Source: an optimization exercise on an open RTL-to-GDS flow (aim: small area and a short achievable clock period). Production flows keep margins and buffers that such runs may drop. RTL that was checked went through simulation tests only; none was proved equivalent to the original. No functional check of the RTL was part of run 7. Power and IR drop assume default switching activity.

**flow/design.v**
```verilog
package fx_data_pkg;
  typedef logic [127:0] quad_t;
  typedef logic [31:0] word_t;
  typedef logic [15:0] half_t;
  typedef logic [6:0] reg_addr_t;
  typedef logic [17:0] imm_t;
  typedef logic [10:0] opcode_t;
  typedef logic [2:0] format_t;
  localparam word_t word_max = 32'h7fff_ffff;
  localparam word_t word_min = 32'h8000_0000;
  localparam half_t half_max = 16'h7fff;
  localparam half_t half_min = 16'h8000;
endpackage
package fx_isa_pkg;
  localparam logic [2:0]  fmt_rr   = 3'd0;
  localparam logic [2:0]  fmt_ri10 = 3'd4;
  localparam logic [10:0] op_ah  = 11'b00011001000;
  localparam logic [10:0] op_a   = 11'b00011000000;
  localparam logic [10:0] op_sfh = 11'b00001001000;
  localparam logic [10:0] op_sf  = 11'b00001000000;
  localparam logic [10:0] op_and  = 11'b00011000001;
  localparam logic [10:0] op_or   = 11'b00001000001;
  localparam logic [10:0] op_xor  = 11'b01001000001;
  localparam logic [10:0] op_nand = 11'b00011001001;
  localparam logic [10:0] op_ceqh = 11'b01111001000;
  localparam logic [10:0] op_ceq  = 11'b01111000000;
  localparam logic [10:0] op_cgth = 11'b01001001000;
  localparam logic [10:0] op_cgt  = 11'b01001000000;
  localparam logic [10:0] op_ahi   = 11'b000_00011101;
  localparam logic [10:0] op_ai    = 11'b000_00011100;
  localparam logic [10:0] op_sfhi  = 11'b000_00001101;
  localparam logic [10:0] op_sfi   = 11'b000_00001100;
  localparam logic [10:0] op_ceqhi = 11'b000_01111101;
  localparam logic [10:0] op_ceqi  = 11'b000_01111100;
  localparam logic [10:0] op_cgthi = 11'b000_01001101;
  localparam logic [10:0] op_cgti  = 11'b000_01001100;
  typedef enum logic [3:0] {
    op_none,
    op_add_h,
    op_add_w,
    op_sub_h,
    op_sub_w,
    op_and_q,
    op_or_q,
    op_xor_q,
    op_nand_q,
    op_ceq_h,
    op_ceq_w,
    op_cgt_h,
    op_cgt_w
  } fx_op_e;
endpackage
`timescale 1ns/1ns
import fx_isa_pkg::*;
module fx_decode (
  input  logic         reset,
  input  logic [2:0]   instr_format,
  input  logic [10:0]  op_code,
  input  logic         branch_is_taken,
  output logic         k_add,     
  output logic         k_sub,     
  output logic         k_ceq,     
  output logic         k_cgt,     
  output logic         k_and,
  output logic         k_or,
  output logic         k_xor,
  output logic         k_nand,
  output logic         negate,    
  output logic         is_half,   
  output logic         is_imm,    
  output logic         valid
);
  logic rr, ri;
  logic [7:0] hit;
  assign rr = (instr_format == fmt_rr);
  assign ri = (instr_format == fmt_ri10);
  always_comb begin
    hit = '0;
    if (rr) begin
      case (op_code)
        op_ah, op_a:     hit[0] = 1'b1;
        op_sfh, op_sf:   hit[1] = 1'b1;
        op_ceqh, op_ceq: hit[2] = 1'b1;
        op_cgth, op_cgt: hit[3] = 1'b1;
        op_and:          hit[4] = 1'b1;
        op_or:           hit[5] = 1'b1;
        op_xor:          hit[6] = 1'b1;
        op_nand:         hit[7] = 1'b1;
        default: ;
      endcase
    end else if (ri) begin
      case (op_code)
        op_ahi, op_ai:     hit[0] = 1'b1;
        op_sfhi, op_sfi:   hit[1] = 1'b1;
        op_ceqhi, op_ceqi: hit[2] = 1'b1;
        op_cgthi, op_cgti: hit[3] = 1'b1;
        default: ;
      endcase
    end
  end
  logic live;
  assign live   = ~branch_is_taken & ~reset;
  assign k_add  = hit[0] & live;
  assign k_sub  = hit[1] & live;
  assign k_ceq  = hit[2] & live;
  assign k_cgt  = hit[3] & live;
  assign k_and  = hit[4] & live;
  assign k_or   = hit[5] & live;
  assign k_xor  = hit[6] & live;
  assign k_nand = hit[7] & live;
  assign valid  = (|hit) & live;
  assign is_imm  = instr_format[2];
  assign negate  = instr_format[2] ? ~op_code[4] : ~(op_code[7] | op_code[0]);
  assign is_half = instr_format[2] ? op_code[0] : op_code[3];
endmodule
`timescale 1ns/1ns
module fx_issue_reg (
  input  logic         clock,
  input  logic         k_add, k_sub, k_ceq, k_cgt, k_and, k_or, k_xor, k_nand,
  input  logic         negate,
  input  logic         is_half,
  input  logic         is_imm,
  input  logic [127:0] src_a,
  input  logic [127:0] src_b,
  input  logic [9:0]   imm,
  input  logic [6:0]   in_dest,
  input  logic         in_write,
  output logic         q_ar, q_ceq, q_cgt,
  output logic         q_lg_g,      
  output logic         q_lg_p,      
  output logic         q_lg_n,      
  output logic         q_half,
  output logic [127:0] q_p,         
  output logic [127:0] q_g,         
  output logic [3:0]   q_ps16,      
  output logic [6:0]   q_dest,
  output logic         q_write
);
  logic [15:0]  imm_lo, imm_hi;
  logic [127:0] b, x, p, g, pk, gk;
  logic [3:0]   ps16;
  assign imm_lo = {{6{imm[9]}}, imm};
  assign imm_hi = is_half ? imm_lo : {16{imm[9]}};
  assign b = is_imm ? {4{imm_hi, imm_lo}} : src_b;
  assign x = src_a ^ {128{negate}};
  assign p = x ^ b;
  assign g = x & b;
  for (genvar w = 0; w < 4; w++) begin : g_word
    logic hcin;
    assign hcin = is_half & negate;
    assign pk[32*w]          = p[32*w] ^ negate;
    assign gk[32*w]          = g[32*w] | (p[32*w] & negate);
    assign pk[32*w+1 +: 15]  = p[32*w+1 +: 15];
    assign gk[32*w+1 +: 15]  = g[32*w+1 +: 15];
    assign pk[32*w+16]       = ~is_half & p[32*w+16];
    assign gk[32*w+16]       = g[32*w+16] | (p[32*w+16] & hcin);
    assign ps16[w]           = p[32*w+16] ^ hcin;
    assign pk[32*w+17 +: 15] = p[32*w+17 +: 15];
    assign gk[32*w+17 +: 15] = g[32*w+17 +: 15];
  end
  always_ff @(posedge clock) begin
    q_ar    <= k_add | k_sub;
    q_ceq   <= k_ceq;
    q_cgt   <= k_cgt;
    q_lg_g  <= k_and | k_or;
    q_lg_p  <= k_or | k_xor;
    q_lg_n  <= k_nand;
    q_half  <= is_half;
    q_p     <= pk;
    q_g     <= gk;
    q_ps16  <= ps16;
    q_dest  <= in_dest;
    q_write <= in_write;
  end
endmodule
`timescale 1ns/1ns
module fx_execute (
  input  logic         reset,     
  input  logic         k_ar,      
  input  logic         k_ceq,
  input  logic         k_cgt,
  input  logic         lg_g,      
  input  logic         lg_p,
  input  logic         lg_n,
  input  logic         is_half,
  input  logic [127:0] p,
  input  logic [127:0] g,
  input  logic [3:0]   ps16,
  output logic [127:0] result
);
  for (genvar w = 0; w < 4; w++) begin : g_word
    logic [31:0] gg [0:5];
    logic [31:0] pp [0:5];
    logic [31:0] c, ps, sum;
    assign gg[0] = g[32*w +: 32];
    assign pp[0] = p[32*w +: 32];
    for (genvar l = 1; l <= 5; l++) begin : g_lv
      for (genvar i = 0; i < 32; i++) begin : g_bit
        if ((i >> (l - 1)) % 2 == 1) begin : g_op
          localparam int J = ((i >> (l - 1)) << (l - 1)) - 1;
          assign gg[l][i] = gg[l-1][i] | (pp[l-1][i] & gg[l-1][J]);
          assign pp[l][i] = pp[l-1][i] & pp[l-1][J];
        end else begin : g_cp
          assign gg[l][i] = gg[l-1][i];
          assign pp[l][i] = pp[l-1][i];
        end
      end
    end
    assign c  = {gg[5][30:0], 1'b0};
    assign ps = {p[32*w+17 +: 15], ps16[w], p[32*w +: 16]};
    assign sum = ps ^ {c[31:17], c[16] & ~is_half, c[15:0]};
    logic ovf_l, ovf_h, sgn_l, sgn_h, eq_l, eq_h;
    assign ovf_l = ~p[32*w+15] & (sum[15] ^ g[32*w+15]);
    assign sgn_l = ovf_l ? g[32*w+15] : sum[15];
    assign ovf_h = ~p[32*w+31] & (sum[31] ^ g[32*w+31]);
    assign sgn_h = ovf_h ? g[32*w+31] : sum[31];
    assign eq_l  = ~|ps[15:0];
    assign eq_h  = ~|ps[31:16];
    logic ovf_lo, sgn_lo, e_lo, e_hi;
    assign ovf_lo = is_half ? ovf_l : ovf_h;
    assign sgn_lo = is_half ? sgn_l : sgn_h;
    assign e_lo   = is_half ? eq_l : (eq_l & eq_h);
    assign e_hi   = is_half ? eq_h : (eq_l & eq_h);
    logic pass_lo, pass_hi, top_lo, rest_lo, top_hi, rest_hi;
    assign pass_lo = ~reset & k_ar & ~ovf_lo;
    assign pass_hi = ~reset & k_ar & ~ovf_h;
    assign rest_lo = ~reset & ((k_ar & ovf_lo & ~sgn_lo) | (k_cgt & sgn_lo) | (k_ceq & e_lo));
    assign top_lo  = ~reset & ((k_ar & ovf_lo & (is_half ? sgn_lo : ~sgn_lo)) |
                               (k_cgt & sgn_lo) | (k_ceq & e_lo));
    assign rest_hi = ~reset & ((k_ar & ovf_h & ~sgn_h) | (k_cgt & sgn_h) | (k_ceq & e_hi));
    assign top_hi  = ~reset & ((k_ar & ovf_h & sgn_h) | (k_cgt & sgn_h) | (k_ceq & e_hi));
    logic [31:0] lg, fill, pass;
    assign lg   = ({32{lg_g & ~reset}} & g[32*w +: 32]) | ({32{lg_p & ~reset}} & ps) |
                  ({32{lg_n & ~reset}} & ~g[32*w +: 32]);
    assign fill = {top_hi, {15{rest_hi}}, top_lo, {15{rest_lo}}};
    assign pass = {{16{pass_hi}}, {16{pass_lo}}};
    assign result[32*w +: 32] = (pass & sum) | fill | lg;
  end
endmodule
`timescale 1ns/1ns
module simple_fixed (
  input  logic                   clock,
  input  logic                   reset,
  input  logic [2:0]             instr_format,
  input  logic [10:0]            op_code,
  input  logic [6:0]             dest_reg_addr,
  input  logic [127:0]           src_reg_a,
  input  logic [127:0]           src_reg_b,
  input  logic [17:0]            imm_value,
  input  logic                   enable_reg_write,
  input  logic                   branch_is_taken,
  output logic [127:0]           wb_data,
  output logic [6:0]             wb_reg_addr,
  output logic                   wb_enable_reg_write
);
  logic k_add, k_sub, k_ceq, k_cgt, k_and, k_or, k_xor, k_nand;
  logic negate, is_half, is_imm, valid;
  fx_decode i_decode (
    .reset           (reset),
    .instr_format    (instr_format),
    .op_code         (op_code),
    .branch_is_taken (branch_is_taken),
    .k_add (k_add), .k_sub (k_sub), .k_ceq (k_ceq), .k_cgt (k_cgt),
    .k_and (k_and), .k_or (k_or), .k_xor (k_xor), .k_nand (k_nand),
    .negate (negate), .is_half (is_half), .is_imm (is_imm), .valid (valid)
  );
  logic         q_ar, q_ceq, q_cgt, q_lg_g, q_lg_p, q_lg_n, q_half, q_write;
  logic [127:0] q_p, q_g, result;
  logic [3:0]   q_ps16;
  logic [6:0]   q_dest;
  fx_issue_reg i_issue_reg (
    .clock (clock),
    .k_add (k_add), .k_sub (k_sub), .k_ceq (k_ceq), .k_cgt (k_cgt),
    .k_and (k_and), .k_or (k_or), .k_xor (k_xor), .k_nand (k_nand),
    .negate (negate), .is_half (is_half), .is_imm (is_imm),
    .src_a (src_reg_a), .src_b (src_reg_b), .imm (imm_value[9:0]),
    .in_dest  (valid ? dest_reg_addr : 7'd0),
    .in_write (valid & enable_reg_write),
    .q_ar (q_ar), .q_ceq (q_ceq), .q_cgt (q_cgt),
    .q_lg_g (q_lg_g), .q_lg_p (q_lg_p), .q_lg_n (q_lg_n), .q_half (q_half),
    .q_p (q_p), .q_g (q_g), .q_ps16 (q_ps16),
    .q_dest (q_dest), .q_write (q_write)
  );
  fx_execute i_execute (
    .reset (reset),
    .k_ar (q_ar), .k_ceq (q_ceq), .k_cgt (q_cgt),
    .lg_g (q_lg_g), .lg_p (q_lg_p), .lg_n (q_lg_n), .is_half (q_half),
    .p (q_p), .g (q_g), .ps16 (q_ps16),
    .result (result)
  );
  always_ff @(posedge clock) begin
    wb_data <= result;
    if (reset) begin
      wb_reg_addr         <= '0;
      wb_enable_reg_write <= 1'b0;
    end else begin
      wb_reg_addr         <= q_dest;
      wb_enable_reg_write <= q_write;
    end
  end
endmodule
```
**flow/flow/run.sh**
```bash
#!/bin/bash
# The standard layout (standard.sh: unchanged synthesis and steps) with two changes to how
# cells are chosen: the port buffers are the smallest buffer cell instead of the one
# buffer_ports picks by default, and clock tree synthesis uses clkbuf_4/clkbuf_8 in clusters
# of up to 16 sinks, without dummy loads. ORFS writes each step's log under orfs/logs/;
# make's own output goes to make_finish.log.
set -euo pipefail
cd "$(dirname "$0")/.."
bash standard.sh \
  "BUFFER_PORTS_ARGS=-buffer_cell sky130_fd_sc_hd__buf_1" \
  "CTS_ARGS=-sink_clustering_enable -repair_clock_nets -dont_use_dummy_load -buf_list {sky130_fd_sc_hd__clkbuf_4 sky130_fd_sc_hd__clkbuf_8} -sink_clustering_size 16 -sink_clustering_max_diameter 60" \
  finish > make_finish.log 2>&1
```
**flow/standard.sh**
```bash
#!/bin/bash
# synth_recipe.tcl (not shown) runs the flow's synth.tcl, then flattens the netlist and writes it again
# the make line also repeats each setting of config.mk as NAME=value (left out here)
make -C /OpenROAD-flow-scripts/flow DESIGN_CONFIG=/design/flow/config.mk WORK_HOME=/design/flow/orfs CLKGATE_MAP_FILE= SYNTH_SCRIPT=/design/flow/synth_recipe.tcl "${@:-finish}"
```
**flow/config.mk**
```make
export PLATFORM = sky130hd
export DESIGN_NAME = simple_fixed
export DESIGN_NICKNAME = simple_fixed
export VERILOG_FILES = /design/flow/design.v
export SDC_FILE = /design/flow/constraint.sdc
export NUM_CORES = 4
export LEC_CHECK = 0
export ABC_AREA = 1
export CAP_MARGIN = 20
export CORE_MARGIN = 2
export CORE_UTILIZATION = 40
export SETUP_SLACK_MARGIN = 2.7
export SLEW_MARGIN = 20
```
**flow/constraint.sdc**
```tcl
create_clock -name core_clock -period 5.0 [get_ports {clock}]
set_input_delay 1.0000 -clock core_clock [delete_from_list [all_inputs] [get_ports {clock}]]
set_output_delay 1.0000 -clock core_clock [all_outputs]
set_load 0.01 [all_outputs]
```
==> flow_summary.yaml, run 1 <==
yosys:
  synth.area.top_cells: "dfxtp_1 39%, nand2_1 8.6%, ha_1 8.2%"
  synth_cells: 2831
  yosys_register_bits: 411
  yosys_warnings: 12
  synth_area_per_cell_sq_um: 7.535
  postSynthNetCount: 3274
  synth_area_leader_cell: "dfxtp_1"
  synth.yosys.seq_area_share_pct: 38.57
  synth_area_sq_um: 21330
  netlist.area_leader.share_pct: 38.57
  yosys.cell_types.count: 41
worst_setup_path:
  cp.arrival_ns: 2.77
  critical_path.endpoint_type: "flip-flop"
  category_of_the_worst_setup_path_launch_point: "input port"
  timing.critical_path.slowest_stage_cell: "or2_4"
  crit_type: "input port to flip-flop"
  cpLargestDelayFamily: "buffers and inverters"
  critical_path.n_buffers_inverters: 3
  critical_path_depth: 7
  cp_max_fo: 37
  critical_path_required_ns: 5.47
  crit_chain: "clkbuf_8 > clkinvlp_4 > or2_4 > nand2_8 > buf_12 > xor2_1 > ha_1"
  reg2reg_depth: 19
  critical_path.max_stage_delay_ns: 0.36
sta:
  setup_viol_count_final: 0
  fmaxAchievable_ghz: 0.4356
  drv_slew: 0
  period_needed_ns: 2.296
  finalHoldWorstSlack_ns: 0.4096
  tightest_slew_ns: 0.8287
  final.setup_skew_ns: 0.04948
  final_hold_viol_count: 0
  period_utilization_pct: 45.92
  timing.slew.headroom_pct: 44.75
  grt_setup_unrepaired: "yes"
  fin_setup_tns_ns: 0
  final_critical_path_setup_slack_ns: 2.704
global_routing:
  grt_pass1_wl_microns: 110900
  grt_start_max_net_pins: 65
  global_route.usage.met1_pct: 32.02
  grt_util_all_layers_pct: 25.51
  globalRoute.totalOverflow: 0
  met2_capacity_usage_during_global_routing_pct: 44.29
  grt_antenna_before_repair: 11
  groute.layer.met3.usage_pct: 4.652
  most_used_layer_global_route: "met2"
  vias_in_the_first_global_route: 20120
floorplan:
  core_area_sq_um: 52660
  initial_utilization_pct: 40.51
  dieArea_sq_um: 55200
  io-pin-count: 435
  die_w_microns: 234.9
  core.rowCount: 84
  die_h_microns: 234.9
placement:
  dp.final_hpwl_microns: 51990
  dpl_worst_slack_ns: 1.332
  placement.cell_area_sq_um: 23610
  gpl.final_weighted_congestion: 0.9134
  number_of_cells_in_the_design_after_placement: 3877
  buffer_ports.inserted: 426
clock_network:
  cts_sinks: 411
  clk_pin_slew_ns: 0.08
  tritoncts: "built"
  tritoncts.num_buffers: 39
  cts-hold-fix-buffers: 0
  clock_insertion_delay_worst_skew_ns: 0.63
  max-clock-path-buffers: 3
  clock_tree.htree_level_count: 2
  clock-root-buffer: "clkbuf_8"
cells_and_area:
  final_util_pct: 47.61
  final_common_cell: "nand2_1"
  final_net_count: 3718
  most-common-layout-cells: "464 x nand2_1, 440 x nor2_1, 423 x buf_1"
  filler_cell_count: 5218
  fraction_of_final_layout_cells_with_drive_strength_greater_than_1_pct: 9.502
  finalNonFillerCells: 3966
  multi_input_comb_area_sq_um: 12010
  seqCellArea_sq_um: 8244
  fin_area_sq_um: 25070
  syn_to_final_growth_pct: 17.51
route:
  drtIter0Drc: 1433
  drc: 0
  ant_nets: 0
  routed_wirelength_microns: 73680
  viasPerCell: 5.214
  drt-pass1-iter-count: 6
  routed-via-count: 20680
  wl_per_cell_microns: 18.58
pwr:
  power_leakage_nw: 11.86
  powerDensity_nw_per_um2: 309.3
  p_total_mw: 7.755
  ir_worst_vdd_mv: 0.1829
flow_run:
  max_cap_violations: 0
min_path:
  timing.hold.worst_path_depth: 2
  worst_hold_path_type: "flip-flop to flip-flop"
run_status:
  outcome: "timing/DRC/antenna clean"
[tightest hold or removal path, cell delays in order (launching register included)]
cell	delay, ns
dfxtp_1	0.30
inv_1	0.04
nor2_1	0.03
[state kept, by name, summed over array words and instances, names as in the netlist]
register / flops
i_issue_reg.q_g: 128
i_issue_reg.q_p: 128
wb_data: 128
i_issue_reg.q_dest: 7
wb_reg_addr: 7
i_issue_reg.q_ps16: 4
i_issue_reg.q_ar: 1
i_issue_reg.q_ceq: 1
i_issue_reg.q_cgt: 1
i_issue_reg.q_half: 1
i_issue_reg.q_lg_g: 1
i_issue_reg.q_lg_n: 1
i_issue_reg.q_lg_p: 1
i_issue_reg.q_write: 1
wb_enable_reg_write: 1
[where the power goes]
| part | total [mW] | internal, mW | switching [mW] |
|---|---|---|---|
| registers | 4.02 | 3.63 | 0.389 |
| logic | 1.94 | 0.729 | 1.21 |
| clock network | 1.80 | 0.698 | 1.10 |
[synthesized netlist by cell type (all sizes together)]
master  count
a211oi      4
a21boi      4
a21o        1
a21oi     157
a221oi     84
a31o        4
a32o        2
and2        1
buf        44
clkbuf     50
clkinv      4
dfxtp     411
fa          4
ha        140
inv       322
nand2     571
nand3     198
nand4      17
nor2      448
nor3       14
nor4       34
o211ai      3
o21a       10
o21ai      85
o221ai      4
o22ai      35
o31ai       1
or2         3
xnor2      16
xor2      160
[path summary, 6_finish.rpt]
kind | startpoint | end | slack (ns)
max reg2reg | i_issue_reg.q_p[1]$_DFF_P_ | wb_data[0]$_DFF_P_ | 2.82
max | instr_format[2] | i_issue_reg.q_p[107]$_DFF_P_ | 2.70
min | i_issue_reg.q_dest[2]$_SDFF_PN0_ | wb_reg_addr[2]$_SDFF_PP0_ | 0.41
min reg2reg | i_issue_reg.q_dest[2]$_SDFF_PN0_ | wb_reg_addr[2]$_SDFF_PP0_ | 0.41
[routing by layer]
layer / wire length, microns / vias to the layer above / share of wire (%)
met2: 35760 / 685 / 49
li1: - / 10110 / -
met5: 80 / - / 0.11
met3: 4512 / 127 / 6.1
met4: 2049 / 12 / 2.8
met1: 31280 / 9744 / 42
[area by class of cell]
type | instances | area share [%]
multi-input combinational | 2009 | 47.90
sequential | 411 | 32.89
timing repair buffer | 488 | 8.595
inverter | 326 | 4.991
tap | 688 | 3.434
clock buffer | 39 | 2.141
antenna | 5 | 0.04991
[cells by family after synthesis]
family / share of synthesized area (%)
flops: 38.57
xor+xnor: 7.226
fa+ha+maj: 8.587
buf+inv: 7.900
compound gates: 11.69
simple gates: 26.03
[repair_timing]
item                       CTS  global route
setup endpoints to repair  369           153
setup buffers               14            22
pin swaps                    8            19
gates cloned                 5             4
gates resized for setup     45            75
==> run 2: changes to the inputs <==
--- a/flow/config.mk
+++ b/flow/config.mk
@@ -9,5 +9,6 @@
 export CAP_MARGIN = 20
 export CORE_MARGIN = 2
 export CORE_UTILIZATION = 40
-export SETUP_SLACK_MARGIN = 2.7
+export SETUP_SLACK_MARGIN = 2.75
 export SLEW_MARGIN = 20
+export TNS_END_PERCENT = 20
==> run 2 against run 1 <==
Effect of this change: first-iteration DRC count grew 2.7%; utilization grew 0.41 points; clock skew grew 0.0087 ns; highest routed layer unchanged; die area is the same.
==> flow_summary.yaml, run 2 <==
run_status:
  outcome: "timing/DRC/antenna clean"
yosys:
  synth_cells: 2831
  synth.cells.most_frequent: "490 x nand2_1, 444 x nor2_1, 411 x dfxtp_1"
  synth.most_common_cell: "nand2_1"
  synth_area_per_cell_sq_um: 7.535
  yosys_warnings: 12
  netlist.area_leader.share_pct: 38.57
  yosys_register_bits: 411
  yosys.cell_types.count: 41
  synth.yosys.seq_area_share_pct: 38.57
  synthArstFlopShare_pct: 0
  synthFlopType: "dfxtp_1"
  synth_area_sq_um: 21330
  synth_area_leader_cell: "dfxtp_1"
  postSynthNetCount: 3274
  count_of_flip_flops_with_a_built_in_enable_after_synthesis: 0
  synth.area.top_cells: "dfxtp_1 39%, nand2_1 8.6%, ha_1 8.2%"
worst_setup_path:
  critical_path.endpoint_type: "flip-flop"
  cp.arrival_ns: 2.87
  category_of_the_worst_setup_path_launch_point: "input port"
  crit_type: "input port to flip-flop"
  cp_max_fo: 13
  critical_path_required_ns: 5.49
global_routing:
  grt_util_all_layers_pct: 25.70
  grt_pass1_wl_microns: 111200
  vias_in_the_first_global_route: 20060
  grt_antenna_before_repair: 12
  globalRoute.totalOverflow: 0
  grt_start_max_net_pins: 79
floorplan:
  dieArea_sq_um: 55200
  die_w_microns: 234.9
  core.rowCount: 84
  initial_utilization_pct: 40.51
  core_area_sq_um: 52660
  io-pin-count: 435
  die_h_microns: 234.9
pwr:
  power_switching_mw: 2.751
  powerDensity_nw_per_um2: 311.0
  sequentialPowerShare_pct: 51.3
  netSwitchingFraction_pct: 34.98
  pwr-share-clk_pct: 23.7
  power_leakage_nw: 11.95
  power.internal_mw: 5.113
  p_total_mw: 7.864
  share_comb_of_total_power_pct: 25.0
  ir_worst_vdd_mv: 0.1896
sta:
  tightest_slew_ns: 0.8574
  final_critical_path_setup_slack_ns: 2.621
  grt_setup_unrepaired: "yes"
  finalHoldWorstSlack_ns: 0.4096
  timing.slew.headroom_pct: 42.84
  period_needed_ns: 2.379
  drv_slew: 0
  period_utilization_pct: 47.57
  setup_viol_count_final: 0
  final_hold_viol_count: 0
  final.setup_skew_ns: 0.05820
  fmaxAchievable_ghz: 0.4204
  fin_setup_tns_ns: 0
clock_network:
  clock_tree.htree_level_count: 2
  clk_pin_slew_ns: 0.10
  max-clock-path-buffers: 3
  tritoncts: "built"
  clock_insertion_delay_worst_skew_ns: 0.63
  clock-root-buffer: "clkbuf_8"
  tritoncts.num_buffers: 41
  cts_sinks: 411
  cts-hold-fix-buffers: 0
placement:
  dpl_worst_slack_ns: 1.307
  gpl.final_weighted_congestion: 0.9026
  dp.final_hpwl_microns: 52570
  number_of_cells_in_the_design_after_placement: 3877
  placement.cell_area_sq_um: 23630
  buffer_ports.inserted: 426
cells_and_area:
  most-common-layout-cells: "461 x nand2_1, 436 x nor2_1, 423 x buf_1"
  filler_cell_count: 5197
  syn_to_final_growth_pct: 18.52
  top_regs: "i_issue_reg.q_g x128, i_issue_reg.q_p x128, wb_data x128"
  fin_area_sq_um: 25280
  multi_input_comb_area_sq_um: 12160
  final_net_count: 3720
  seqCellArea_sq_um: 8258
  finalNonFillerCells: 3968
  final_common_cell: "nand2_1"
  final_util_pct: 48.02
  fraction_of_final_layout_cells_with_drive_strength_greater_than_1_pct: 10.44
min_path:
  worst_hold_path_type: "flip-flop to flip-flop"
route:
  routed_wirelength_microns: 74830
  drt-pass1-iter-count: 6
  drc: 0
  viasPerCell: 5.213
  ant_nets: 0
  wl_per_cell_microns: 18.86
  drtIter0Drc: 1471
  routed-via-count: 20690
flow_run:
  max_cap_violations: 0
## run 2: cell counts after synthesis
Identical to the previous run, type by type.
## run 2: power by group through the flow
stage               registers [mW]  logic (mW)  clock network (mW)
floorplan                     3.97        1.29                   0
global placement              4.07        1.71                   0
detailed placement            4.08        1.77                   0
CTS                           4.01        1.83                1.92
global route                  4.09        2.23                2.03
finish                        4.03        1.97                1.86
## run 2: kinds of logic after synthesis
group	count (synthesis)	share of synthesized area, %
AO/OA/AOI/OAI	394	11.69
XOR/XNOR	176	7.226
adder cells (fa/ha/maj)	144	8.587
buffers and inverters	420	7.900
flip-flops	411	38.57
AND/OR/NAND/NOR	1286	26.03
## run 2: path summary, 6_finish.rpt
| check | from | end | slack [ns] | cells past startpoint |
|---|---|---|---|---|
| worst max-delay path | instr_format[2] | i_issue_reg.q_p[56]$_DFF_P_ | 2.62 | 8 |
| worst min-delay path | i_issue_reg.q_write$_DFF_P_ | wb_enable_reg_write$_SDFF_PP0_ | 0.41 | 2 |
| worst max register to register | i_issue_reg.q_ar$_DFF_P_ | wb_data[82]$_DFF_P_ | 2.73 | 5 |
| worst min register to register | i_issue_reg.q_write$_DFF_P_ | wb_enable_reg_write$_SDFF_PP0_ | 0.41 | 2 |
## run 2: final cells by class
| class | instances | share of cell area [%] |
|---|---|---|
| timing repair buffer | 489 | 8.601 |
| clock buffer | 41 | 2.232 |
| sequential | 411 | 32.66 |
| tap | 688 | 3.405 |
| antenna | 5 | 0.04949 |
| inverter | 326 | 4.959 |
| multi-input combinational | 2008 | 48.09 |
## run 2: per-layer routing
metal,global-route usage (%),part of all wire [%],vias up
li1,-,-,10110
met1,32.71,43,9733
met2,43.89,47,681
met3,4.112,6.4,143
met4,9.168,3.4,14
met5,0,0.11,-
## run 2: critical path: stages
cell and delay, ns:
clkbuf_4 0.12, inv_1 0.16, buf_4 0.26, nor2_1 0.33
nand2_1 0.10, nand2_1 0.45, nor2_1 0.13, ha_1 0.30
## run 2: timing repair
item                                    CTS  global route
endpoints found under the setup margin  339           314
pin swaps                                 7            31
gates cloned                              3             5
resized for setup                        48           119
buffers inserted                          7            30
hold endpoints to repair                  0             0
==> run 3: changes to the inputs <==
--- a/flow/config.mk
+++ b/flow/config.mk
@@ -9,6 +9,6 @@
 export CAP_MARGIN = 20
 export CORE_MARGIN = 2
 export CORE_UTILIZATION = 40
+export GPL_TIMING_DRIVEN = 0
 export SETUP_SLACK_MARGIN = 2.75
 export SLEW_MARGIN = 20
-export TNS_END_PERCENT = 20
==> run 3 against run 2 <==
Effect of this change: via count up 0.53%; highest routed layer unchanged; final area up 2.5%; sequential share of layout area down 0.83 points; clock power about the same; largest cell class unchanged; clock skew down 0.0053 ns; synthesized cell count unchanged; largest power group unchanged; synthesized area unchanged.
==> flow_summary.yaml, run 3 <==
sta:
  timing.slew.headroom_pct: 39.80
  final.setup_skew_ns: 0.05292
  grt_setup_unrepaired: "yes"
  setup_viol_count_final: 0
  final_hold_viol_count: 0
  tightest_slew_ns: 0.9030
  fin_setup_tns_ns: 0
  period_utilization_pct: 44.88
  drv_slew: 0
  fmaxAchievable_ghz: 0.4456
  period_needed_ns: 2.244
yosys:
  synthArstFlopShare_pct: 0
  synth_area_per_cell_sq_um: 7.535
  synth.cells.most_frequent: "490 x nand2_1, 444 x nor2_1, 411 x dfxtp_1"
  yosys_register_bits: 411
  synth_area_sq_um: 21330
  postSynthNetCount: 3274
  synth.most_common_cell: "nand2_1"
  yosys_warnings: 12
  synth_cells: 2831
  synthFlopType: "dfxtp_1"
  netlist.area_leader.share_pct: 38.57
  synth.yosys.seq_area_share_pct: 38.57
  count_of_flip_flops_with_a_built_in_enable_after_synthesis: 0
  yosys.cell_types.count: 41
  synth.area.top_cells: "dfxtp_1 39%, nand2_1 8.6%, ha_1 8.2%"
  synth_area_leader_cell: "dfxtp_1"
cells_and_area:
  syn_to_final_growth_pct: 21.46
  finalNonFillerCells: 4046
  fin_area_sq_um: 25910
  multi_input_comb_area_sq_um: 12130
  seqCellArea_sq_um: 8248
  top_regs: "i_issue_reg.q_g x128, i_issue_reg.q_p x128, wb_data x128"
  filler_cell_count: 5343
  final_net_count: 3801
  final_common_cell: "nand2_1"
  most-common-layout-cells: "455 x nand2_1, 426 x nor2_1, 424 x buf_1"
  fraction_of_final_layout_cells_with_drive_strength_greater_than_1_pct: 12.99
clock_network:
  cts_sinks: 411
  tritoncts.num_buffers: 40
  clock_insertion_delay_worst_skew_ns: 0.65
  clock-root-buffer: "clkbuf_8"
  clk_pin_slew_ns: 0.09
  max-clock-path-buffers: 3
  clock_tree.htree_level_count: 2
  cts-hold-fix-buffers: 0
  tritoncts: "built"
placement:
  placement.cell_area_sq_um: 23890
  number_of_cells_in_the_design_after_placement: 3945
  dp.final_hpwl_microns: 60800
  buffer_ports.inserted: 425
  gpl.final_weighted_congestion: 0.9180
pwr:
  share_comb_of_total_power_pct: 25.4
  power_switching_mw: 2.757
  p_total_mw: 7.866
  netSwitchingFraction_pct: 35.05
  sequentialPowerShare_pct: 51.3
  pwr-share-clk_pct: 23.4
  ir_worst_vdd_mv: 0.1954
  power.internal_mw: 5.109
  power_leakage_nw: 12.39
  powerDensity_nw_per_um2: 303.6
global_routing:
  grt_start_max_net_pins: 17
  vias_in_the_first_global_route: 19620
  grt_pass1_wl_microns: 116100
  globalRoute.totalOverflow: 0
  grt_antenna_before_repair: 6
  grt_util_all_layers_pct: 27.73
worst_setup_path:
  crit_type: "input port to flip-flop"
  cp.arrival_ns: 2.69
  cp_max_fo: 10
  category_of_the_worst_setup_path_launch_point: "input port"
  critical_path.endpoint_type: "flip-flop"
  critical_path.n_buffers_inverters: 6
  critical_path_required_ns: 5.45
  cpLargestDelayFamily: "buffers and inverters"
  worstReg2RegStart: "i_issue_reg.q_p[97]$_DFF_P_"
  timing.critical_path.slowest_stage_cell: "a221oi_1"
  timing.critical_path.from: "reset"
  crit_chain: "buf_2 > buf_6 > clkinv_4 > nand2_8 > inv_1 > buf_4 > clkbuf_8 > a221oi_1 > o211ai_1"
  critical_path.max_stage_delay_ns: 0.30
route:
  viasPerCell: 5.140
  drtIter0Drc: 1510
  met3_wirelength_microns: 5115
  highest-signal-layer: "met5"
  wl_per_cell_microns: 19.73
  ant_nets: 0
  routed_wirelength_microns: 79820
  drc: 0
  met2RoutedLength_microns: 36720
  routed-via-count: 20800
  route.layer.met1.wl_microns: 35040
  drt-pass1-iter-count: 6
floorplan:
  dieArea_sq_um: 55200
  io-pin-count: 435
  die_w_microns: 234.9
  initial_utilization_pct: 40.51
  core_area_sq_um: 52660
  core.rowCount: 84
  die_h_microns: 234.9
min_path:
  min-delay-start: "i_issue_reg.q_dest[6]$_SDFF_PN0_"
  worst_hold_path_type: "flip-flop to flip-flop"
flow_run:
  max_cap_violations: 0
run_status:
  outcome: "timing/DRC/antenna clean"
[run 3: cell counts after synthesis]
No cell type changed its count.
[run 3: final timing paths]
path | end | slack (ns) | depth (start not counted)
min reg2reg | wb_reg_addr[6]$_SDFF_PP0_ | 0.40 | 2
max | wb_data[127]$_DFF_P_ | 2.76 | 9
min | wb_reg_addr[6]$_SDFF_PP0_ | 0.40 | 2
max reg2reg | wb_data[106]$_DFF_P_ | 2.79 | 19
[run 3: per-layer routing]
metal  vias up  GRT usage (%)
met5         -              0
met4         4          10.49
met3       138          4.088
met2       778          45.89
met1      9603          36.49
li1      10270              -
[run 3: logic make-up (layout without fill, tap and decap cells)]
kind of cell | Yosys count | after routing | synth area share [%]
AND/OR/NAND/NOR | 1286 | 1286 | 26.03
buffers and inverters | 420 | 945 | 7.900
flip-flops | 411 | 411 | 38.57
AO/OA/AOI/OAI | 394 | 394 | 11.69
XOR/XNOR | 176 | 176 | 7.226
adder cells (fa/ha/maj) | 144 | 144 | 8.587
other | 0 | 2 | 0
[run 3: worst min-delay path, cell delays in order (launching register included)]
cell and delay (ns):
dfxtp_1 0.30, inv_1 0.04, nor2_1 0.03
[run 3: layout make-up]
type / count / area share, %
inverter: 326 / 4.795
timing repair buffer: 485 / 8.315
antenna: 2 / 0.01932
sequential: 411 / 31.83
buffer: 94 / 2.767
multi-input combinational: 2000 / 46.83
clock buffer: 40 / 2.125
tap: 688 / 3.322
[run 3: through the flow]
| stage | util [%] | setup slack (ns) | hold WS (ns) |
|---|---|---|---|
| finish | 49.21 | 2.756 | 0.4034 |
| global route | 49.20 | 2.715 | 0.4161 |
| detailed placement | 45.36 | 1.132 | 0.3978 |
| global placement | 45.33 | 0.7637 | 0.3884 |
| CTS | 47.41 | 2.729 | 0.4060 |
| floorplan | - | 2.604 | 0.3883 |
[run 3: what timing repair did]
action / 4_1_cts / 5_1_grt
setup endpoints to repair: 348 / 141
resized for setup: 113 / 175
setup buffers: 21 / 33
pin swaps: 14 / 34
gates cloned: 0 / 5
[run 3: power by group through the flow]
stage                     sequential, mW  clock, mW  combinational, mW
after detailed placement            4.08          0               1.76
after global placement              4.08          0               1.75
after floorplan                     3.97          0               1.29
after CTS                           4.01       1.89               1.83
final                               4.03       1.84               1.99
after global routing                4.09       2.00               2.25
==> run 4: changes to the inputs <==
--- a/flow/config.mk
+++ b/flow/config.mk
@@ -9,6 +9,5 @@
 export CAP_MARGIN = 20
 export CORE_MARGIN = 2
 export CORE_UTILIZATION = 40
-export GPL_TIMING_DRIVEN = 0
 export SETUP_SLACK_MARGIN = 2.75
 export SLEW_MARGIN = 20
==> run 4 against run 3 <==
Effect of this change: count of clock-buffer cells in the layout grew 1; global-route usage is 2.1 points lower; via count shrank 0.14%; wire length fell by 6.8%; critical path depth stayed put; sequential power about the same; critical endpoint is now i_issue_reg.q_p[88]$_DFF_P_; largest cell class unchanged; largest power group unchanged.
==> flow_summary.yaml, run 4 <==
route:
  drc: 0
  ant_nets: 0
  viasPerCell: 5.240
  routed_wirelength_microns: 74370
  drt-pass1-iter-count: 6
  wl_per_cell_microns: 18.76
  drtIter0Drc: 1134
  routed-via-count: 20770
sta:
  drv_slew: 0
  final_critical_path_setup_slack_ns: 2.747
  timing.slew.headroom_pct: 49.86
  tightest_slew_ns: 0.7510
  fin_setup_tns_ns: 0
  final.setup_skew_ns: 0.04482
  period_utilization_pct: 45.06
  grt_setup_unrepaired: "yes"
  period_needed_ns: 2.253
  fmaxAchievable_ghz: 0.4438
  final_hold_viol_count: 0
  setup_viol_count_final: 0
cells_and_area:
  top_regs: "i_issue_reg.q_g x128, i_issue_reg.q_p x128, wb_data x128"
  filler_cell_count: 5255
  antenna_diode_count: 0
  most-common-layout-cells: "460 x nand2_1, 431 x nor2_1, 421 x buf_1"
  fin_area_sq_um: 25330
  fraction_of_final_layout_cells_with_drive_strength_greater_than_1_pct: 10.32
  syn_to_final_growth_pct: 18.72
  final_common_cell: "nand2_1"
  final_net_count: 3720
  final_util_pct: 48.10
yosys:
  synth_area_leader_cell: "dfxtp_1"
  netlist.area_leader.share_pct: 38.57
  count_of_flip_flops_with_a_built_in_enable_after_synthesis: 0
  synth.cells.most_frequent: "490 x nand2_1, 444 x nor2_1, 411 x dfxtp_1"
  yosys_warnings: 12
  synth.area.top_cells: "dfxtp_1 39%, nand2_1 8.6%, ha_1 8.2%"
  postSynthNetCount: 3274
  yosys_register_bits: 411
  synth.yosys.seq_area_share_pct: 38.57
  synth_cells: 2831
  synth_area_per_cell_sq_um: 7.535
  synth.most_common_cell: "nand2_1"
  synthFlopType: "dfxtp_1"
  synthArstFlopShare_pct: 0
  synth_area_sq_um: 21330
  yosys.cell_types.count: 41
placement:
  gpl.final_weighted_congestion: 0.9206
  dp.final_hpwl_microns: 52100
  dpl_worst_slack_ns: 1.230
  buffer_ports.inserted: 426
  placement.cell_area_sq_um: 23590
worst_setup_path:
  minimum_setup_slack_among_reg_to_reg_paths_ns: 2.84
  critical_path_depth: 9
  crit_type: "input port to flip-flop"
  critical_path.endpoint_type: "flip-flop"
  reg2reg_depth: 15
  timing.critical_path.slowest_stage_cell: "or2_4"
  category_of_the_worst_setup_path_launch_point: "input port"
  critical_path_required_ns: 5.49
  cp.arrival_ns: 2.74
  cpLargestDelayFamily: "buffers and inverters"
  worstReg2RegEnd: "wb_data[68]$_DFF_P_"
  critical_path.n_buffers_inverters: 5
  cp_max_fo: 8
  crit_chain: "buf_6 > clkinvlp_4 > buf_4 > or2_4 > nand2_8 > buf_6 > buf_4 > xor2_1 > ha_1"
  critical_path.max_stage_delay_ns: 0.33
  worstReg2RegStart: "i_issue_reg.q_p[91]$_DFF_P_"
floorplan:
  initial_utilization_pct: 40.51
  die_h_microns: 234.9
  core_area_sq_um: 52660
  core.rowCount: 84
  die_w_microns: 234.9
  io-pin-count: 435
  dieArea_sq_um: 55200
pwr:
  ir_worst_vdd_mv: 0.1944
  powerDensity_nw_per_um2: 310.2
  power_leakage_nw: 11.93
  p_total_mw: 7.857
min_path:
  min-delay-start: "i_issue_reg.q_dest[6]$_SDFF_PN0_"
  timing.hold.worst_path_depth: 2
  worst_hold_path_type: "flip-flop to flip-flop"
  hold_crit_endpoint: "wb_reg_addr[6]$_SDFF_PP0_"
clock_network:
  tritoncts: "built"
  clock_tree.htree_level_count: 2
  clk_pin_slew_ns: 0.09
  max-clock-path-buffers: 3
  cts_sinks: 411
  clock-root-buffer: "clkbuf_8"
  clock_insertion_delay_worst_skew_ns: 0.63
  tritoncts.num_buffers: 41
global_routing:
  most_used_layer_global_route: "met2"
  grt_start_max_net_pins: 86
  vias_in_the_first_global_route: 20500
  groute.layer.met3.usage_pct: 4.699
  global_route.usage.met1_pct: 31.75
  grt_pass1_wl_microns: 111300
  grt_antenna_before_repair: 3
  globalRoute.totalOverflow: 0
  met2_capacity_usage_during_global_routing_pct: 44.19
  grt_util_all_layers_pct: 25.63
flow_run:
  max_cap_violations: 0
run_status:
  outcome: "timing/DRC/antenna clean"
-- run 4: cell counts after synthesis --
No cell type changed its count.
-- run 4: timing repair --
action / 4_1_cts / 5_1_grt
resized for setup: 69 / 112
endpoints found under the setup margin: 398 / 253
gates cloned: 4 / 6
pin swaps: 10 / 30
setup buffers: 18 / 24
hold buffers: 0 / 0
-- run 4: how the worst max path moves through the flow --
| stage | from | endpoint | slack [ns] |
|---|---|---|---|
| 5_1_grt | i_issue_reg.q_p[65]$_DFF_P_ | wb_data[68]$_DFF_P_ | 2.70 |
| 6_report | instr_format[2] | i_issue_reg.q_p[88]$_DFF_P_ | 2.75 |
| 4_1_cts | instr_format[2] | i_issue_reg.q_p[88]$_DFF_P_ | 2.67 |
| 3_5_place_dp | reset | wb_data[11]$_DFF_P_ | 1.23 |
| 2_1_floorplan | instr_format[2] | i_issue_reg.q_ps16[0]$_DFF_P_ | 2.60 |
| 3_3_place_gp | instr_format[2] | i_issue_reg.q_p[35]$_DFF_P_ | 1.25 |
-- run 4: cell families after synthesis --
kind of cell               after synthesis  share of synthesized area [%]
and+or+nand+nor                       1286                          26.03
buffers and inverters                  420                          7.900
DFF                                    411                          38.57
AOI/OAI and AO/OA                      394                          11.69
xor gates and xnor gates               176                          7.226
adders and majority gates              144                          8.587
-- run 4: area by class of cell --
type	instances	area, sq um	area share (%)
clock buffer	41	564.3	2.228
inverter	326	1269	5.009
multi-input combinational	2008	12130	47.91
sequential	411	8250	32.58
tap	688	860.8	3.399
timing repair buffer	489	2248	8.878
-- run 4: per-stage QoR --
stage | hold WS (ns) | std cells
floorplan | 0.3883 | 2831
global placement | 0.3970 | 3870
detailed placement | 0.3978 | 3870
CTS | 0.3931 | 3933
global route | 0.4144 | 3963
finish | 0.3889 | 3963
-- run 4: power breakdown --
part / total [mW] / switching [mW] / internal (mW)
clock: 1.85 / 1.12 / 0.732
sequential: 4.03 / 0.394 / 3.63
combinational: 1.98 / 1.23 / 0.752
total: 7.86 / 2.74 / 5.12
-- run 4: layer usage --
metal,vias up,wire [microns]
met5,-,27
met4,4,2469
met3,150,4965
met2,767,35670
met1,9729,31230
li1,10120,-
-- run 4: worst reg2reg max path, delay by kind of cell (launching register included) --
kind                   cells  cell delay [ns]
AND/OR/NAND/NOR           12             1.23
flip-flops                 1             0.45
buffers and inverters      3             0.33
==> run 5: changes to the inputs <==
--- a/flow/design.v
+++ b/flow/design.v
@@ -148,13 +148,13 @@
   for (genvar w = 0; w < 4; w++) begin : g_word
     logic hcin;
     assign hcin = is_half & negate;
-    assign pk[32*w]          = p[32*w] ^ negate;
+    assign pk[32*w]          = src_a[32*w] ^ b[32*w];
     assign gk[32*w]          = g[32*w] | (p[32*w] & negate);
     assign pk[32*w+1 +: 15]  = p[32*w+1 +: 15];
     assign gk[32*w+1 +: 15]  = g[32*w+1 +: 15];
     assign pk[32*w+16]       = ~is_half & p[32*w+16];
     assign gk[32*w+16]       = g[32*w+16] | (p[32*w+16] & hcin);
-    assign ps16[w]           = p[32*w+16] ^ hcin;
+    assign ps16[w]           = src_a[32*w+16] ^ b[32*w+16] ^ (negate & ~is_half);
     assign pk[32*w+17 +: 15] = p[32*w+17 +: 15];
     assign gk[32*w+17 +: 15] = g[32*w+17 +: 15];
   end
==> run 5 against run 4 <==
Effect of this change: global-route usage grew 0.56 points; utilization shrank 0.20 points; combinational power is essentially flat; count of clock-buffer cells in the layout grew 2; setup slack lost 0.048 ns; clock power grew 4%; sequential power is essentially flat; largest power group unchanged.
==> flow_summary.yaml, run 5 <==
worst_setup_path:
  cp_common_cell: "nand2_1"
  cpLargestDelayFamily: "simple AND/OR/NAND/NOR gates"
  critical_path_required_ns: 5.53
  cp.arrival_ns: 2.83
  minimum_setup_slack_among_reg_to_reg_paths_ns: 2.80
  critical_path.endpoint_type: "flip-flop"
  category_of_the_worst_setup_path_launch_point: "input port"
  worstReg2RegEnd: "wb_data[32]$_DFF_P_"
  critical_path.n_buffers_inverters: 2
  worstReg2RegStart: "i_issue_reg.q_g[48]$_DFF_P_"
  crit_chain: "clkbuf_4 > inv_6 > nor2_2 > nand2_1 > nand2_1 > nor2_1 > ha_1"
  critical_path.max_stage_delay_ns: 0.52
  reg2reg_depth: 16
  timing.critical_path.slowest_stage_cell: "nor2_2"
  cp_max_fo: 18
  crit_type: "input port to flip-flop"
yosys:
  synth_area_leader_cell: "dfxtp_1"
  yosys_warnings: 12
  synth.most_common_cell: "nand2_1"
  postSynthNetCount: 3278
  count_of_flip_flops_with_a_built_in_enable_after_synthesis: 0
  yosys.cell_types.count: 42
  synth.area.top_cells: "dfxtp_1 38%, nand2_1 8.6%, ha_1 8.2%"
  synth_area_per_cell_sq_um: 7.545
  synth.cells.most_frequent: "490 x nand2_1, 443 x nor2_1, 411 x dfxtp_1"
  synth.yosys.seq_area_share_pct: 38.41
  synth_area_sq_um: 21420
  synthArstFlopShare_pct: 0
  yosys_register_bits: 411
  netlist.area_leader.share_pct: 38.41
  synth_cells: 2839
  synthFlopType: "dfxtp_1"
sta:
  fin_setup_tns_ns: 0
  drv_slew: 0
  timing.slew.headroom_pct: 42.15
  period_utilization_pct: 46.02
  period_needed_ns: 2.301
  final.setup_skew_ns: 0.08690
  tightest_slew_ns: 0.8678
  setup_viol_count_final: 0
  grt_setup_unrepaired: "yes"
  fmaxAchievable_ghz: 0.4346
  final_hold_viol_count: 0
clock_network:
  max-clock-path-buffers: 3
  clk_pin_slew_ns: 0.08
  tritoncts.num_buffers: 43
  tritoncts: "built"
  clock-root-buffer: "clkbuf_8"
  clock_insertion_delay_worst_skew_ns: 0.66
  cts_sinks: 411
  clock_tree.htree_level_count: 2
  cts-hold-fix-buffers: 0
pwr:
  p_total_mw: 7.939
  ir_worst_vdd_mv: 0.2091
  power_leakage_nw: 11.92
  powerDensity_nw_per_um2: 314.2
floorplan:
  dieArea_sq_um: 55420
  io-pin-count: 435
  core.rowCount: 84
  die_h_microns: 235.4
  die_w_microns: 235.4
  core_area_sq_um: 52760
  initial_utilization_pct: 40.60
route:
  viasPerCell: 5.235
  wl_per_cell_microns: 19.10
  drtIter0Drc: 1505
  drt-pass1-iter-count: 6
  ant_nets: 0
  drc: 0
  routed_wirelength_microns: 75780
  routed-via-count: 20770
cells_and_area:
  final_common_cell: "nand2_1"
  top_regs: "i_issue_reg.q_g x128, i_issue_reg.q_p x128, wb_data x128"
  filler_cell_count: 5312
  fraction_of_final_layout_cells_with_drive_strength_greater_than_1_pct: 10.41
  multi_input_comb_area_sq_um: 12230
  most-common-layout-cells: "466 x nand2_1, 432 x nor2_1, 416 x buf_1"
  final_net_count: 3717
  seqCellArea_sq_um: 8258
  syn_to_final_growth_pct: 17.99
global_routing:
  grt_pass1_wl_microns: 112900
  grt_start_max_net_pins: 69
  grt_util_all_layers_pct: 26.19
  vias_in_the_first_global_route: 20260
  grt_antenna_before_repair: 9
  globalRoute.totalOverflow: 0
min_path:
  hold_crit_endpoint: "wb_reg_addr[5]$_SDFF_PP0_"
  timing.hold.worst_path_depth: 2
  worst_hold_path_type: "flip-flop to flip-flop"
  min-delay-start: "i_issue_reg.q_dest[5]$_SDFF_PN0_"
run_status:
  outcome: "timing/DRC/antenna clean"
placement:
  dp.final_hpwl_microns: 53400
  buffer_ports.inserted: 426
  gpl.final_weighted_congestion: 0.9171
flow_run:
  max_cap_violations: 0
## run 5: changes by cell type after synthesis, sizes merged, moves of 2 or more
cell	previous run	this run
xor2	160	170
nand3	198	207
inv	322	316
o21ai	85	79
fa	4	0
o21bai	0	4
nand2	571	574
a32o	2	0
nor4	34	36
xnor2	16	14
## run 5: timing repair
action,in CTS,in global routing
pin swaps,6,27
cloned,6,3
gates resized for setup,80,96
setup endpoints to repair,342,207
buffers inserted,12,24
## run 5: area by class of cell
type	count	share of cell area, %
inverter	320	4.877
timing repair buffer	480	8.268
sequential	411	32.68
tap	688	3.406
multi-input combinational	2022	48.40
antenna	3	0.02971
clock buffer	43	2.342
## run 5: cell families after synthesis
| group | after synthesis | share of synthesized area (%) |
|---|---|---|
| fa+ha+maj | 140 | 8.178 |
| simple gates | 1301 | 26.58 |
| flops | 411 | 38.41 |
| buf+inv | 415 | 7.687 |
| xor+xnor | 184 | 7.524 |
| compound gates | 388 | 11.61 |
## run 5: where the power goes
group,internal (mW),switching [mW]
sequential,3.63,0.400
clock,0.764,1.15
combinational,0.754,1.24
total,5.15,2.79
## run 5: worst max-delay path by stage
stage	start	end	slack (ns)	cells past startpoint
after CTS	instr_format[2]	i_issue_reg.q_p[114]$_DFF_P_	2.69	7
after global placement	reset	wb_data[75]$_DFF_P_	1.64	10
final	instr_format[2]	i_issue_reg.q_p[24]$_DFF_P_	2.70	7
after global routing	i_issue_reg.q_p[1]$_DFF_P_	wb_data[19]$_DFF_P_	2.67	16
after detailed placement	reset	wb_data[75]$_DFF_P_	1.58	10
after floorplan	instr_format[2]	i_issue_reg.q_p[105]$_DFF_P_	2.72	7
## run 5: worst min-delay path: stages, from the launching register on
cell and delay (ns):
dfxtp_1 0.30, inv_1 0.04, nor2_1 0.03
## run 5: per-layer routing
| layer | track usage, % | share of wire [%] | vias up | wire [microns] |
|---|---|---|---|---|
| li1 | - | - | 10140 | - |
| met1 | 32.78 | 43 | 9732 | 32320 |
| met5 | 0 | 0.095 | - | 72 |
| met2 | 44.99 | 48 | 730 | 36000 |
| met3 | 4.069 | 6.2 | 158 | 4671 |
| met4 | 10.58 | 3.6 | 12 | 2720 |
## run 5: through the flow
step           instances  util [%]  worst slack, ns  area, sq um  hold slack [ns]
2_1_floorplan       2839         -            2.719        21510           0.3883
3_5_place_dp        3876     44.80            1.583        23640           0.3975
4_1_cts             3937     46.82            2.691        24700           0.3797
6_report            3967     47.90            2.699        25270           0.3766
3_3_place_gp        3876     44.80            1.637        23640           0.3952
5_1_grt             3967     47.90            2.670        25270           0.4250
==> run 6: changes to the inputs <==
--- a/flow/config.mk
+++ b/flow/config.mk
@@ -9,5 +9,5 @@
 export CAP_MARGIN = 20
 export CORE_MARGIN = 2
 export CORE_UTILIZATION = 40
-export SETUP_SLACK_MARGIN = 2.75
+export SETUP_SLACK_MARGIN = 2.8
 export SLEW_MARGIN = 20
==> run 6 against run 5 <==
Effect of this change: still clean on timing, DRC and antenna; critical endpoint is now i_issue_reg.q_p[77]$_DFF_P_; combinational power increased by 3%; utilization increased by 0.72 points; largest power group unchanged; global-route usage increased by 0.41 points; setup slack improved by 0.093 ns; non-clock buffer count decreased by 2; fmax increased by 4.2%; worst hold slack improved by 0.014 ns; final cell count decreased by 0.13%; critical path type unchanged.
==> flow_summary.yaml, run 6 <==
floorplan:
  initial_utilization_pct: 40.60
  core.rowCount: 84
  dieArea_sq_um: 55420
  core_area_sq_um: 52760
  die_w_microns: 235.4
  io-pin-count: 435
  die_h_microns: 235.4
route:
  ant_nets: 0
  routed-via-count: 20850
  routed_wirelength_microns: 76210
  drtIter0Drc: 1378
  drt-pass1-iter-count: 6
  wl_per_cell_microns: 19.23
  drc: 0
  viasPerCell: 5.263
placement:
  buffer_ports.inserted: 426
  dp.final_hpwl_microns: 52760
  dpl_worst_slack_ns: 1.321
  gpl.final_weighted_congestion: 0.9168
yosys:
  netlist.area_leader.share_pct: 38.41
  postSynthNetCount: 3278
  count_of_flip_flops_with_a_built_in_enable_after_synthesis: 0
  synth_cells: 2839
  synthArstFlopShare_pct: 0
  synth.cells.most_frequent: "490 x nand2_1, 443 x nor2_1, 411 x dfxtp_1"
  yosys_register_bits: 411
  synth_area_sq_um: 21420
  yosys.cell_types.count: 42
  synth.yosys.seq_area_share_pct: 38.41
  synthFlopType: "dfxtp_1"
  synth.area.top_cells: "dfxtp_1 38%, nand2_1 8.6%, ha_1 8.2%"
  synth.most_common_cell: "nand2_1"
  synth_area_per_cell_sq_um: 7.545
  synth_area_leader_cell: "dfxtp_1"
  yosys_warnings: 12
global_routing:
  vias_in_the_first_global_route: 20230
  grt_start_max_net_pins: 90
  grt_pass1_wl_microns: 114500
  globalRoute.totalOverflow: 0
  grt_util_all_layers_pct: 26.60
  grt_antenna_before_repair: 9
worst_setup_path:
  critical_path_required_ns: 5.48
  category_of_the_worst_setup_path_launch_point: "input port"
  timing.critical_path.from: "instr_format[2]"
  cp_max_fo: 36
  critical_path.endpoint_type: "flip-flop"
  crit_type: "input port to flip-flop"
  worstReg2RegStart: "i_issue_reg.q_p[65]$_DFF_P_"
  cp.arrival_ns: 2.69
clock_network:
  clock_tree.htree_level_count: 2
  clk_pin_slew_ns: 0.10
  cts_sinks: 411
  tritoncts: "built"
  clock-root-buffer: "clkbuf_8"
  clock_insertion_delay_worst_skew_ns: 0.65
  max-clock-path-buffers: 3
  tritoncts.num_buffers: 41
cells_and_area:
  top_regs: "i_issue_reg.q_g x128, i_issue_reg.q_p x128, wb_data x128"
  seqCellArea_sq_um: 8269
  final_net_count: 3712
  most-common-layout-cells: "452 x nand2_1, 429 x nor2_1, 393 x buf_1"
  multi_input_comb_area_sq_um: 12470
  final_common_cell: "nand2_1"
  syn_to_final_growth_pct: 19.75
  fraction_of_final_layout_cells_with_drive_strength_greater_than_1_pct: 12.35
  filler_cell_count: 5244
sta:
  tightest_slew_ns: 0.7271
  final.setup_skew_ns: 0.08768
  period_needed_ns: 2.208
  final_hold_viol_count: 0
  setup_viol_count_final: 0
  fin_setup_tns_ns: 0
  grt_setup_unrepaired: "yes"
  drv_slew: 0
  final_critical_path_setup_slack_ns: 2.792
  period_utilization_pct: 44.15
  fmaxAchievable_ghz: 0.4530
  timing.slew.headroom_pct: 51.46
pwr:
  powerDensity_nw_per_um2: 309.9
  power_leakage_nw: 12.16
  ir_worst_vdd_mv: 0.1946
min_path:
  worst_hold_path_type: "flip-flop to flip-flop"
  min-delay-start: "i_issue_reg.q_dest[3]$_SDFF_PN0_"
flow_run:
  max_cap_violations: 0
run_status:
  outcome: "timing/DRC/antenna clean"
-- run 6: where the power goes --
| part | total, mW | leakage (nW) | internal (mW) | switching, mW |
|---|---|---|---|---|
| sequential | 4.04 | 3.41 | 3.63 | 0.413 |
| clock | 1.86 | 0.295 | 0.731 | 1.13 |
| combinational | 2.05 | 8.46 | 0.776 | 1.27 |
-- run 6: path summary, 6_finish.rpt --
path,end,slack (ns),depth (start not counted)
min,wb_reg_addr[3]$_SDFF_PP0_,0.39,2
max,i_issue_reg.q_p[77]$_DFF_P_,2.79,7
min reg2reg,wb_reg_addr[3]$_SDFF_PP0_,0.39,2
max reg2reg,wb_data[77]$_DFF_P_,2.84,19
-- run 6: metal layers --
layer / up-vias / routed length [microns] / GRT usage, %
met1: 9785 / 32060 / 33.50
met5: - / 69 / 0
met4: 10 / 3014 / 11.79
met3: 171 / 4816 / 3.788
met2: 764 / 36250 / 45.20
li1: 10120 / - / -
-- run 6: worst max-delay path, stage by stage --
cell       delay [ns]
clkbuf_16        0.19
inv_8            0.12
or2_4            0.32
nand2_8          0.21
buf_6            0.23
xor2_1           0.26
ha_1             0.28
-- run 6: logic make-up after synthesis --
kind of cell	Yosys count	share of synthesized area, %
buffers and inverters	415	7.687
AND/OR/NAND/NOR	1301	26.58
adder cells (fa/ha/maj)	140	8.178
flip-flops	411	38.41
XOR/XNOR	184	7.524
AO/OA/AOI/OAI	388	11.61
-- run 6: timing repair --
item,CTS,global route
hold endpoints to repair,0,0
pin swaps,16,48
gates resized for setup,133,140
setup buffers,18,15
setup endpoints to repair,415,181
hold buffers,0,0
gates cloned,8,2
-- run 6: stage by stage --
step	util [%]	total power, mW	area (sq um)	instances	hold WS, ns
6_report	48.62	7.949	25650	3962	0.3911
5_1_grt	48.61	8.425	25640	3960	0.4181
4_1_cts	47.33	7.853	24970	3942	0.3938
3_5_place_dp	44.85	5.876	23660	3875	0.3950
3_3_place_gp	44.85	5.809	23660	3875	0.3951
2_1_floorplan	-	5.284	21540	2839	0.3883
-- run 6: final cells by class --
type	instances	share of cell area [%]
multi-input cells	2021	48.61
flip-flops and latches	411	32.24
repair buffers	478	8.702
inverters	320	4.863
well taps	688	3.356
clock buffers	41	2.200
diodes	3	0.02927
==> run 7: changes to the inputs <==
--- a/flow/design.v
+++ b/flow/design.v
@@ -67,6 +67,7 @@
   output logic         k_nand,
   output logic         negate,    
   output logic         is_half,   
+  output logic         imm_half,  
   output logic         is_imm,    
   output logic         valid
 );
@@ -112,6 +113,7 @@
   assign is_imm  = instr_format[2];
   assign negate  = instr_format[2] ? ~op_code[4] : ~(op_code[7] | op_code[0]);
   assign is_half = instr_format[2] ? op_code[0] : op_code[3];
+  assign imm_half = op_code[0];
 endmodule
 `timescale 1ns/1ns
 module fx_issue_reg (
@@ -119,6 +121,7 @@
   input  logic         k_add, k_sub, k_ceq, k_cgt, k_and, k_or, k_xor, k_nand,
   input  logic         negate,
   input  logic         is_half,
+  input  logic         imm_half,  
   input  logic         is_imm,
   input  logic [127:0] src_a,
   input  logic [127:0] src_b,
@@ -140,7 +143,7 @@
   logic [127:0] b, x, p, g, pk, gk;
   logic [3:0]   ps16;
   assign imm_lo = {{6{imm[9]}}, imm};
-  assign imm_hi = is_half ? imm_lo : {16{imm[9]}};
+  assign imm_hi = imm_half ? imm_lo : {16{imm[9]}};
   assign b = is_imm ? {4{imm_hi, imm_lo}} : src_b;
   assign x = src_a ^ {128{negate}};
   assign p = x ^ b;
@@ -254,7 +257,7 @@
   output logic                   wb_enable_reg_write
 );
   logic k_add, k_sub, k_ceq, k_cgt, k_and, k_or, k_xor, k_nand;
-  logic negate, is_half, is_imm, valid;
+  logic negate, is_half, imm_half, is_imm, valid;
   fx_decode i_decode (
     .reset           (reset),
     .instr_format    (instr_format),
@@ -262,7 +265,8 @@
     .branch_is_taken (branch_is_taken),
     .k_add (k_add), .k_sub (k_sub), .k_ceq (k_ceq), .k_cgt (k_cgt),
     .k_and (k_and), .k_or (k_or), .k_xor (k_xor), .k_nand (k_nand),
-    .negate (negate), .is_half (is_half), .is_imm (is_imm), .valid (valid)
+    .negate (negate), .is_half (is_half), .imm_half (imm_half), .is_imm (is_imm),
+    .valid (valid)
   );
   logic         q_ar, q_ceq, q_cgt, q_lg_g, q_lg_p, q_lg_n, q_half, q_write;
   logic [127:0] q_p, q_g, result;
@@ -272,7 +276,7 @@
     .clock (clock),
     .k_add (k_add), .k_sub (k_sub), .k_ceq (k_ceq), .k_cgt (k_cgt),
     .k_and (k_and), .k_or (k_or), .k_xor (k_xor), .k_nand (k_nand),
-    .negate (negate), .is_half (is_half), .is_imm (is_imm),
+    .negate (negate), .is_half (is_half), .imm_half (imm_half), .is_imm (is_imm),
     .src_a (src_reg_a), .src_b (src_reg_b), .imm (imm_value[9:0]),
     .in_dest  (valid ? dest_reg_addr : 7'd0),
     .in_write (valid & enable_reg_write),
==> run 7 against run 6 <==
Effect of this change: worst hold slack improved by 0.019 ns; via count increased by 1.1%; sequential power about the same; synthesized cell count decreased by 0.28%; first-iteration DRC count increased by 3.3%; synthesized area about the same; combinational power increased by 7%; highest routed layer unchanged.
==> flow_summary.yaml, run 7 <==
yosys:
  synth_cells: 2831
  synth_area_leader_cell: "dfxtp_1"
  synth_area_per_cell_sq_um: 7.572
  netlist.area_leader.share_pct: 38.38
  synthArstFlopShare_pct: 0
  count_of_flip_flops_with_a_built_in_enable_after_synthesis: 0
  synth.cells.most_frequent: "473 x nand2_1, 452 x nor2_1, 411 x dfxtp_1"
  yosys_warnings: 12
  synth.most_common_cell: "nand2_1"
  postSynthNetCount: 3270
  yosys.cell_types.count: 42
  synthFlopType: "dfxtp_1"
  yosys_register_bits: 411
  synth_area_sq_um: 21440
  synth.area.top_cells: "dfxtp_1 38%, nand2_1 8.3%, ha_1 8.2%"
  synth.yosys.seq_area_share_pct: 38.38
global_routing:
  grt_pass1_wl_microns: 114700
  grt_start_max_net_pins: 87
  grt_util_all_layers_pct: 26.53
  globalRoute.totalOverflow: 0
  vias_in_the_first_global_route: 20770
  grt_antenna_before_repair: 7
cells_and_area:
  final_util_pct: 48.94
  final_net_count: 3728
  multi_input_comb_area_sq_um: 12540
  most-common-layout-cells: "441 x nor2_1, 424 x nand2_1, 406 x buf_1"
  fraction_of_final_layout_cells_with_drive_strength_greater_than_1_pct: 13.72
  syn_to_final_growth_pct: 20.45
  final_common_cell: "nor2_1"
  seqCellArea_sq_um: 8290
  top_regs: "i_issue_reg.q_g x128, i_issue_reg.q_p x128, wb_data x128"
  filler_cell_count: 5260
floorplan:
  dieArea_sq_um: 55460
  die_h_microns: 235.5
  core.rowCount: 84
  io-pin-count: 435
  die_w_microns: 235.5
  initial_utilization_pct: 40.63
  core_area_sq_um: 52760
worst_setup_path:
  cpLargestDelayFamily: "buffers and inverters"
  minimum_setup_slack_among_reg_to_reg_paths_ns: 2.85
  reg2reg_depth: 14
  critical_path.endpoint_type: "flip-flop"
  critical_path_depth: 10
  critical_path_required_ns: 5.48
  critical_path.max_stage_delay_ns: 0.36
  timing.critical_path.slowest_stage_cell: "a221oi_1"
  cp.arrival_ns: 2.66
  category_of_the_worst_setup_path_launch_point: "input port"
  critical_path.n_buffers_inverters: 6
  crit_chain: "buf_6 > clkinv_8 > buf_12 > nand2_2 > clkinv_2 > buf_12 > a221oi_1 > o21ai_1 > inv_1 > nand2_2"
  cp_max_fo: 65
  crit_type: "input port to flip-flop"
clock_network:
  max-clock-path-buffers: 3
  tritoncts: "built"
  cts-hold-fix-buffers: 0
  clock_insertion_delay_worst_skew_ns: 0.64
  cts_sinks: 411
  clk_pin_slew_ns: 0.09
  clock-root-buffer: "clkbuf_8"
  tritoncts.num_buffers: 38
  clock_tree.htree_level_count: 2
min_path:
  worst_hold_path_type: "flip-flop to flip-flop"
  timing.hold.worst_path_depth: 2
pwr:
  share_comb_of_total_power_pct: 27.4
  power.internal_mw: 5.188
  netSwitchingFraction_pct: 35.54
  sequentialPowerShare_pct: 50.4
  power_leakage_nw: 11.80
  power_switching_mw: 2.861
  powerDensity_nw_per_um2: 311.8
  ir_worst_vdd_mv: 0.1985
  pwr-share-clk_pct: 22.2
route:
  viasPerCell: 5.299
  drtIter0Drc: 1423
  routed_wirelength_microns: 77460
  wl_per_cell_microns: 19.46
  ant_nets: 0
  drt-pass1-iter-count: 6
  drc: 0
  routed-via-count: 21090
sta:
  period_needed_ns: 2.184
  final_hold_viol_count: 0
  drv_slew: 0
  fmaxAchievable_ghz: 0.4579
  tightest_slew_ns: 0.8253
  period_utilization_pct: 43.68
  final.setup_skew_ns: 0.05510
  grt_setup_unrepaired: "yes"
  fin_setup_tns_ns: 0
  timing.slew.headroom_pct: 44.90
  setup_viol_count_final: 0
run_status:
  outcome: "timing/DRC/antenna clean"
placement:
  buffer_ports.inserted: 426
  dp.final_hpwl_microns: 52900
  gpl.final_weighted_congestion: 0.9158
flow_run:
  max_cap_violations: 0
run 7: area by class of cell:
class / count / share of cell area (%)
multi-input cells: 2021 / 48.56
clock buffers: 38 / 2.026
well taps: 688 / 3.334
diodes: 5 / 0.04846
repair buffers: 504 / 9.256
flip-flops and latches: 411 / 32.11
inverters: 313 / 4.667
run 7: metrics by stage:
stage / cell area, sq um / setup slack (ns) / power, mW / hold WS (ns) / cells
6_report: 25820 / 2.816 / 8.049 / 0.4106 / 3980
5_1_grt: 25820 / 2.737 / 8.540 / 0.4226 / 3979
4_1_cts: 24860 / 2.693 / 7.867 / 0.4120 / 3939
3_5_place_dp: 23720 / 1.024 / 5.977 / 0.3990 / 3877
3_3_place_gp: 23720 / 1.129 / 5.916 / 0.3941 / 3877
2_1_floorplan: 21580 / 2.765 / 5.388 / 0.3883 / 2831
run 7: path summary, 6_finish.rpt:
path                                          from                         to
hold / removal    i_issue_reg.q_dest[2]$_SDFF_PN0_  wb_reg_addr[2]$_SDFF_PP0_
setup / recovery                             reset        wb_data[43]$_DFF_P_
setup reg to reg       i_issue_reg.q_p[51]$_DFF_P_        wb_data[32]$_DFF_P_
hold reg to reg   i_issue_reg.q_dest[2]$_SDFF_PN0_  wb_reg_addr[2]$_SDFF_PP0_
run 7: worst min-delay path, delay by kind of cell (launching register included):
family / cells / cell delay (ns)
DFF: 1 / 0.31
and+or+nand+nor: 1 / 0.03
buffers and inverters: 1 / 0.04
run 7: logic make-up after synthesis:
kind of cell	Yosys count	share of synthesized area [%]
adders and majority gates	140	8.172
DFF	411	38.38
and+or+nand+nor	1302	26.80
xor gates and xnor gates	184	7.518
AOI/OAI and AO/OA	386	11.54
buffers and inverters	408	7.582
run 7: routing by layer:
metal	vias up	GRT usage, %	wire [microns]
li1	10140	-	-
met1	9894	33.78	32810
met2	845	43.08	34860
met3	203	4.515	5652
met4	6	13.90	4100
met5	-	0	34
run 7: timing repair:
item / in CTS / in global routing
gates cloned: 6 / 5
buffers inserted: 18 / 31
resized for setup: 103 / 173
endpoints found under the setup margin: 352 / 304
pin swaps: 17 / 44
run 7: power groups by stage:
| stage | clock, mW | sequential (mW) | combinational (mW) |
|---|---|---|---|
| 6_report | 1.79 | 4.06 | 2.20 |
| 5_1_grt | 1.95 | 4.12 | 2.47 |
| 4_1_cts | 1.85 | 4.02 | 2.00 |
| 3_5_place_dp | 0 | 4.09 | 1.89 |
| 3_3_place_gp | 0 | 4.09 | 1.83 |
| 2_1_floorplan | 0 | 3.99 | 1.40 |

Re-timed with assumed drivers on the ports (clkbuf_16 on the clock, buf_2 on other inputs), run 7 has 2.773 ns of setup slack against 2.816 ns with ideal ports, and 2.137 ns once port delays also move by the mid clock arrival of 0.670 ns.
